Source: an optimization exercise on an open RTL-to-GDS flow (aim: small area and a short achievable clock period). Production flows keep margins and buffers that such runs may drop. The RTL was checked by simulation tests, not by an equivalence proof against the original design. No activity file was given, so power comes from the tool's default toggle rates.

==> inputs of cedar <==
// mul_ci_pipe
module mul_ci_pipe #(
    parameter int WIDTH = 32,
    parameter int PIPE  = 3
) (
    input  logic             clock,
    input  logic             aclr,
    input  logic             clken,
    input  logic             start,
    input  logic [2:0]       n,
    input  logic [WIDTH-1:0] dataa,
    input  logic [WIDTH-1:0] datab,
    output logic [WIDTH-1:0] result,
    output logic             done,
    output logic             busy
);
    logic        sign_a, sign_b;
    logic [34:0] bxe;
    logic [15:0] bo, bt, bn, bo_q, bt_q, bn_q;
    logic        bu_q;
    logic [31:0] a_q;
    logic        a_x_q;
    logic [2:0]  op1_q, op2_q;
    logic        v1_q, v2_q, v3_q;
    assign sign_a = (n == 3'd2) || (n == 3'd3) || (n == 3'd4) || (n == 3'd5);
    assign sign_b = (n == 3'd2) || (n == 3'd4) || (n == 3'd5);
    assign bxe    = {sign_b & datab[31], sign_b & datab[31], datab, 1'b0};
    always_comb begin
        for (int j = 0; j < 16; j++) begin
            bo[j] = bxe[2*j+1] ^ bxe[2*j];
  ...
clock: 10.0 ns
lec_check: 0
cap_margin: 20
core_margin: 2
core_utilization: 40
cts_cluster_diameter: 150
cts_cluster_size: 20
place_density: 0.6
slew_margin: 20
synth_hierarchical: 1
synth_minimum_keep_size: 0
standard.sh (not shown) runs the stock make flow with config.mk's settings and CLKGATE_MAP_FILE= SYNTH_SCRIPT=/design/flow/synth_recipe.tcl, a recipe that flattens the netlist after the stock synthesis.
==> flow/flow/run.sh <==
#!/bin/bash
# The standard layout, with repair_timing aiming for more setup slack than the clock needs,
# so that the resizer works on the paths that set the achieved period. Everything else
# (synthesis, constraints, clock period, floorplan, power grid) is the standard flow.
set -euo pipefail
bash standard.sh SETUP_SLACK_MARGIN=6.6 finish > make_finish.log 2>&1
==> delta (differences from cedar) <==
==> flow/flow/run.sh (replaced) <==
#!/bin/bash
# The standard layout, with repair_timing aiming for more setup slack than the clock needs,
# so that the resizer works on the paths that set the achieved period, and clock tree
# synthesis without dummy balancing loads. Everything else (synthesis, constraints, clock
# period, floorplan, power grid) is the standard flow.
set -euo pipefail
bash standard.sh SETUP_SLACK_MARGIN=6.6 \
  "CTS_ARGS=-sink_clustering_enable -repair_clock_nets -sink_clustering_size 20 -sink_clustering_max_diameter 150 -dont_use_dummy_load" \
  finish > make_finish.log 2>&1
==> run summary <==
Against cedar, the first-iteration DRC count of delta is larger by 1.2%.
Of cedar and delta, cedar has the higher final cell count (gap 0.44%, measured against delta).
In delta the power is smaller than in cedar, by 0.69%.
Sequential share of layout area: cedar is lower than delta (0.14 points).
Design area: cedar is larger than delta (0.46%).
In cedar the via count is lower than in delta, by about 0.44%.
Count of clock-buffer cells in the layout: cedar is higher than delta (14).
Wire length is about the same in delta and cedar.
In flip-flop and latch count, cedar and delta do not differ.
==> figures <==
Met1 Usage GRT: delta 33.55%; cedar 33.61%
Final net count: delta 4153; cedar 4158
PostCTS Resize Cnt: delta 214; cedar 225
Global-route met2 utilization: delta 37.21%; cedar 37.26%
Clock latency reported for the late side of the worst-skew pair: delta 0.65 ns; cedar 0.67 ns
Combinational gate power: delta 11900 uW; cedar 12000 uW
Status: delta no timing/DRC/antenna violations; cedar no timing/DRC/antenna violations
Post-route non-filler standard cell count: delta 4791; cedar 4812
Detailed Route WL: delta 133.4 mm; cedar 133.6 mm
Initial drt markers: delta 3424; cedar 3385
Sw frac: delta 44.71%; cedar 44.66%
Met2 wire len: delta 58.64 mm; cedar 59.03 mm
Fraction of the core area covered by cells at the end of the flow: delta 44.52%; cedar 44.73%
Worst Path Arrival: delta 3.83 ns; cedar 3.84 ns
Post-DR wirelength/cell: delta 27.85 um; cedar 27.76 um
Final Cycle Share: delta 34.46%; cedar 34.61%
Multi-input logic area: delta 27140 um2; cedar 27160 um2
Clock distribution power: delta 1190 uW; cedar 1250 uW
Worst relative slew slack: delta 16.85%; cedar 14.69%
Tightest hold margin: delta 0.4207 ns; cedar 0.4217 ns

afterwards: timing with drivers on the ports:
Ports are ideal in the flow. The routed layouts listed here were re-timed in OpenROAD.
Step 1, drivers: a clkbuf_16 drives clock and a buf_2 each remaining input, both assumed.
Step 2 adds t to the input delays and takes it off the output delays; t is the mean of the earliest and latest rising clock arrival at the registers after step 1. Input paths then give back, and output paths get back, about the clock's delay inside the block.
Three values: no drivers, after step 1, after step 2; two values: the first two.
run	shift t [ns]	slack for setup (ns)	hold WS [ns]	worst register clock-pin slew, ns
cedar	0.716	6.539 / 6.539 / 5.872	0.422 / 0.422 / 0.422	0.11 / 0.11
delta	0.689	6.554 / 6.554 / 5.918	0.421 / 0.421 / 0.421	0.11 / 0.11
After both steps every run listed still meets setup and hold. For cedar, which loses most, drivers alone change the setup slack by 0.000 ns; drivers and shift together by -0.667 ns.
